Background: an optimization exercise with open tools, aiming at a short achievable clock period and few clock cycles. Do not read the settings as production practice. Function was checked by simulation only, so behaviour that the tests miss may differ from the original. Power is estimated from default activity; no workload was simulated.

Design avr_top, start of the top module:
module avr_top (
	input wire logic clk,
	input wire logic reset,
	input wire logic [15:0] cdata,
	input wire logic [7:0] data_read,
	output logic [15:0] pc,
	output logic [15:0] dmem_addr,
	output logic dmem_wen,
	output logic dmem_ren,
	output logic [7:0] dmem_wdata
);
	avr_mem_pkg::dmem_req_t dmem;
	avr_mem_pkg::addr_t pc_next;
	avr_cpu u_cpu (
		.clk(clk),
		.reset(reset),
		.cdata(cdata),
		.data_read(data_read),
		.pc_next(pc_next),
		.dmem(dmem)
	);
	always_ff @(posedge clk) begin
		pc <= pc_next;
	end
	assign dmem_addr = dmem.addr;
	assign dmem_wen = dmem.wen;
	assign dmem_ren = dmem.ren;
	assign dmem_wdata = dmem.wdata;
endmodule
export LEC_CHECK = 0
export ABC_CLOCK_PERIOD_IN_PS = 2500
export CAP_MARGIN = 30
export CORE_MARGIN = 2
export CORE_UTILIZATION = 40
export SETUP_SLACK_MARGIN = 5
export SLEW_MARGIN = 20
export SYNTH_HIERARCHICAL = 1
create_clock -name core_clock -period 10.0 [get_ports {clk}]
standard.sh (not shown) runs the stock make flow with config.mk's settings and CLKGATE_MAP_FILE= SYNTH_SCRIPT=/design/flow/synth_recipe.tcl, a recipe that flattens the netlist after the stock synthesis.
==> flow/flow/run.sh <==
#!/bin/bash
# Standard synthesis and layout; only the setup repair target is raised, so
# repair_timing keeps working on the paths after they meet the clock.
set -euo pipefail
bash standard.sh synth > synth.log 2>&1
bash standard.sh SETUP_SLACK_MARGIN=6.5 finish > layout.log 2>&1
The starting point finished with timing, DRC and antenna clean.
Testbench counts at the start, summed over its fixed seeds: cycles 142,365.
Change:
--- a/flow/design.v
+++ b/flow/design.v
@@ -172,12 +172,14 @@
 	output logic [15:0] target,
 	output logic [15:0] t_rj
 );
 	logic [12:0] lo_rj;
 	logic [7:0] lo_br;
 	logic [15:0] t_br;
+	logic [7:0] lo_rs;
+	logic [15:0] t_rs;
 	always_comb begin
 		lo_rj = {1'b0, fa1[11:0]} + {1'b0, w[11:0]};
 		case ({lo_rj[12], w[11]})
 		2'b01: t_rj = {frm, lo_rj[11:0]};
 		2'b10: t_rj = {frp, lo_rj[11:0]};
 		default: t_rj = {fa1[15:12], lo_rj[11:0]};
@@ -185,13 +187,15 @@
 		lo_br = {1'b0, fa1[6:0]} + {1'b0, w[9:3]};
 		case ({lo_br[7], w[9]})
 		2'b01: t_br = {fbm, lo_br[6:0]};
 		2'b10: t_br = {fbp, lo_br[6:0]};
 		default: t_br = {fa1[15:7], lo_br[6:0]};
 		endcase
-		target = t_br;
+		lo_rs = {1'b0, fa1[6:0]} + {1'b0, w[6:0]};
+		t_rs = {lo_rs[7] ? fbp : fa1[15:7], lo_rs[6:0]};
+		target = (w[15:12] == 4'b1100) ? t_rs : t_br;
 	end
 endmodule
 module avr_sequencer (
 	input wire logic [7:0] sreg_c,
 	input wire logic [7:0] bsel1,
 	input wire logic [7:0] bsel0,
@@ -295,14 +299,14 @@
 	localparam logic [2:0] R_SWAP = 3'd5;
 	localparam logic [2:0] R_SHR = 3'd6;
 	localparam logic [1:0] F_NONE = 2'd0;
 	localparam logic [1:0] F_ARITH = 2'd1;
 	localparam logic [1:0] F_LOGIC = 2'd2;
 	localparam logic [1:0] F_SHIFT = 2'd3;
-	localparam int BT_N = 4;
-	localparam int BT_W = 2;
+	localparam int BT_N = 8;
+	localparam int BT_W = 3;
 	function automatic logic [16:0] padd(input logic [15:0] a, input logic [15:0] b, input logic ci);
 		logic [15:0] g;
 		logic [15:0] p;
 		logic [15:0] gg;
 		logic [15:0] pp;
 		logic [15:0] c;
@@ -585,12 +589,14 @@
 		.frm(frm_q),
 		.fbp(fbp_q),
 		.fbm(fbm_q),
 		.target(target),
 		.t_rj(t_rj)
 	);
+	logic rj_short;
+	assign rj_short = (w[11:7] == 5'd0);
 	logic [BT_N-1:0] bt_v_q;
 	logic [15:0] bt_tag_q [BT_N];
 	logic [15:0] bt_tgt_q [BT_N];
 	logic [1:0] bt_ctr_q [BT_N];
 	logic [BT_W-1:0] bt_rr_q;
 	logic bt_hit;
@@ -633,13 +639,20 @@
 	always_comb begin
 		br_w = d_go & i_br;
 		rj_w = d_go & i_rjmp;
 		dfr = br_w & (e_la_q | e_lb_q);
 		redir_e = fv_q & ~mis & (rj_w != pred_q);
 		nxt_n = bt_hit ? bt_tgt : pc_inc;
-		if (rj_pend_q) begin
+		if (reset) begin
+			tk1 = 1'b0;
+			tk0 = 1'b0;
+			pc_c1 = 16'd0;
+			pc_c0 = 16'd0;
+			fv_c1 = 1'b0;
+			fv_c0 = 1'b0;
+		end else if (rj_pend_q) begin
 			tk1 = 1'b0;
 			tk0 = 1'b0;
 			pc_c1 = rj_tgt_q;
 			pc_c0 = rj_tgt_q;
 			fv_c1 = 1'b0;
 			fv_c0 = 1'b0;
@@ -662,14 +675,14 @@
 			tk0 = 1'b0;
 			pc_c1 = nxt_n;
 			pc_c0 = nxt_n;
 			fv_c1 = 1'b1;
 			fv_c0 = 1'b1;
 		end else begin
-			tk1 = 1'b0;
-			tk0 = 1'b0;
+			tk1 = redir_e & rj_w;
+			tk0 = tk1;
 			pc_c1 = redir_e ? fa1_q : nxt_n;
 			pc_c0 = pc_c1;
 			fv_c1 = ~redir_e;
 			fv_c0 = fv_c1;
 		end
 		taken = rj_w | (br_w & cond);
@@ -686,20 +699,22 @@
 		.pc_c0(pc_c0),
 		.fv_c1(fv_c1),
 		.fv_c0(fv_c0),
 		.pc_d(pc_d),
 		.fv_d(fv_d)
 	);
-	assign pc_next = reset ? 16'd0 : pc_d;
+	assign pc_next = pc_d;
 	always_ff @(posedge clk) begin
 		fa_q <= pc_q;
 		fa1_q <= pc_inc;
 		frp_q <= padd_frp[3:0];
 		frm_q <= padd_frm[3:0];
 		fbp_q <= padd_fbp[8:0];
 		fbm_q <= padd_fbm[8:0];
+		pc_q <= pc_d;
+		fv_q <= fv_d;
 		res_q <= res;
 		res_qn <= ~res;
 		wl_dest_q <= e_dest_q;
 		rj_tgt_q <= t_rj;
 		bu_rj_q <= i_rjmp & ~def_q;
 		pidx_q <= bt_idx;
@@ -713,14 +728,12 @@
 		def_pred_q <= pred_q;
 		def_idx_q <= pidx_q;
 		def_fa_q <= fa_q;
 		def_fa1_q <= fa1_q;
 		def_tgt_q <= target;
 		if (reset) begin
-			pc_q <= '0;
-			fv_q <= 1'b0;
 			pred_q <= 1'b0;
 			rj_pend_q <= 1'b0;
 			sec_q <= 1'b0;
 			def_q <= 1'b0;
 			e_v_q <= 1'b0;
 			e_fcls_q <= F_NONE;
@@ -741,17 +754,15 @@
 			sreg_q <= sreg_n;
 			ld2_v_q <= ld1_v_q;
 			ld2_reg_q <= ld1_reg_q;
 			ld1_v_q <= 1'b0;
 			dw_q <= 1'b0;
 			dr_q <= 1'b0;
-			pc_q <= pc_d;
-			fv_q <= fv_d;
 			pred_q <= bt_hit;
 			def_q <= dfr;
-			rj_pend_q <= redir_e & rj_w;
+			rj_pend_q <= redir_e & rj_w & ~rj_short;
 			bu_br_q <= def_q | (d_go & (i_br | i_rjmp) & ~dfr);
 			bu_bad_q <= ~def_q & fv_q & pred_q & ~mis & ~(d_go & (i_br | i_rjmp));
 			if (bu_br_q) begin
 				if (bu_tk_q) begin
 					if (bu_pred_q) begin
 						if (bt_ctr_q[bu_idx_q] != 2'd3) bt_ctr_q[bu_idx_q] <= bt_ctr_q[bu_idx_q] + 2'd1;
Register-to-register slack gets better by 0.10 ns.
Setup slack gets worse by 0.22 ns.
Via count increases by 3.6%.
Final cell count rises by 7.6%.
Synthesized area grows by 10%.
Testbench counts after the change, summed over its fixed seeds: cycles 141,110.

Setup of old:
avr_top, a different RTL version from the one above (not shown whole).
For scale: ~5,300 cells after synthesis, about 890 flip-flops, roughly 68 I/O pins, ~49,000 µm² of cells after synthesis.
Settings: LEC_CHECK=0, ABC_CLOCK_PERIOD_IN_PS=2500, CAP_MARGIN=30, CORE_MARGIN=2, CORE_UTILIZATION=40, SETUP_SLACK_MARGIN=5, SLEW_MARGIN=20, SYNTH_HIERARCHICAL=1; clock period 10.0 ns.
Scripts as last shown in full above: flow/flow/run.sh
Testbench counts of old, summed over its fixed seeds: cycles 142,018.
## Diff of input files: new against old
--- a/flow/design.v
+++ b/flow/design.v
@@ -293,18 +293,18 @@
 	localparam logic [2:0] R_EOR = 3'd3;
 	localparam logic [2:0] R_PASS = 3'd4;
 	localparam logic [2:0] R_SWAP = 3'd5;
 	localparam logic [2:0] R_SHR = 3'd6;
 	localparam logic [1:0] F_NONE = 2'd0;
 	localparam logic [1:0] F_ARITH = 2'd1;
 	localparam logic [1:0] F_LOGIC = 2'd2;
 	localparam logic [1:0] F_SHIFT = 2'd3;
-	localparam int BT_N = 8;
-	localparam int BT_W = 3;
+	localparam int BT_N = 4;
+	localparam int BT_W = 2;
 	function automatic logic [16:0] padd(input logic [15:0] a, input logic [15:0] b, input logic ci);
 		logic [15:0] g;
 		logic [15:0] p;
 		logic [15:0] gg;
 		logic [15:0] pp;
 		logic [15:0] c;
 		g = a & b;
 		p = a ^ b;
[summary]
The logic gate share of total power of new is higher than that of old. In terms of worst slack on hold paths, new and old differ only marginally. new: number of enable flip-flop cells after synthesis about 40% below old. Taking old as the reference, in new synthesized area per cell decreased about 7%; power of the combinational group decreased about 5%; detail-routed net length per standard cell increased about 17%; reg2reg setup slack essentially unchanged. new: all stages complete, timing, DRC and antenna checks passed. Routed wire length for new: 11% up relative to old. Most used routing layer = met2: old; most used routing layer = met1: new. Changes observed in new relative to old: relative contribution of sequential cells to total power lower; maximum number of pins on one net before global-route repair lower; sequential share of layout area lower; per-cell via count in the routed design higher. Compared with old, new ends up with a smaller final cell area. In the reports for old and new, the larger non-clock buffer count belongs to new.
Testbench counts of new, summed over its fixed seeds: cycles 142,365.

-- what the ideal ports hide --
How much do the figures lean on ideal ports? The routed layouts below were timed once more, with nothing changed but the port constraints.
Step 1: set_driving_cell puts a clkbuf_16 on clk and a buf_2 on each other input, an assumption about the parent block.
Step 2 also shifts input and output timing later by t, the mid clock arrival at the registers, as if the neighbouring blocks saw the same clock.
Slacks: ideal ports / drivers / drivers and shift; pairs: ideal ports / drivers.
run	t, ns	setup WS [ns]	clock arrival spread, ns	slew at the worst register clock pin (ns)
the first run of note 1	0.782	5.816 / 5.816 / 5.037	0.053 / 0.053	0.07 / 0.07
the second run of note 1	0.809	5.595 / 5.629 / 4.820	0.085 / 0.085	0.07 / 0.07
old	0.813	5.758 / 5.785 / 4.972	0.076 / 0.076	0.07 / 0.07
new	0.756	5.925 / 5.905 / 5.149	0.073 / 0.072	0.07 / 0.07
After both steps every run listed still meets setup and hold. For old, which loses most, drivers alone change the setup slack by +0.027 ns; drivers and shift together by -0.786 ns.
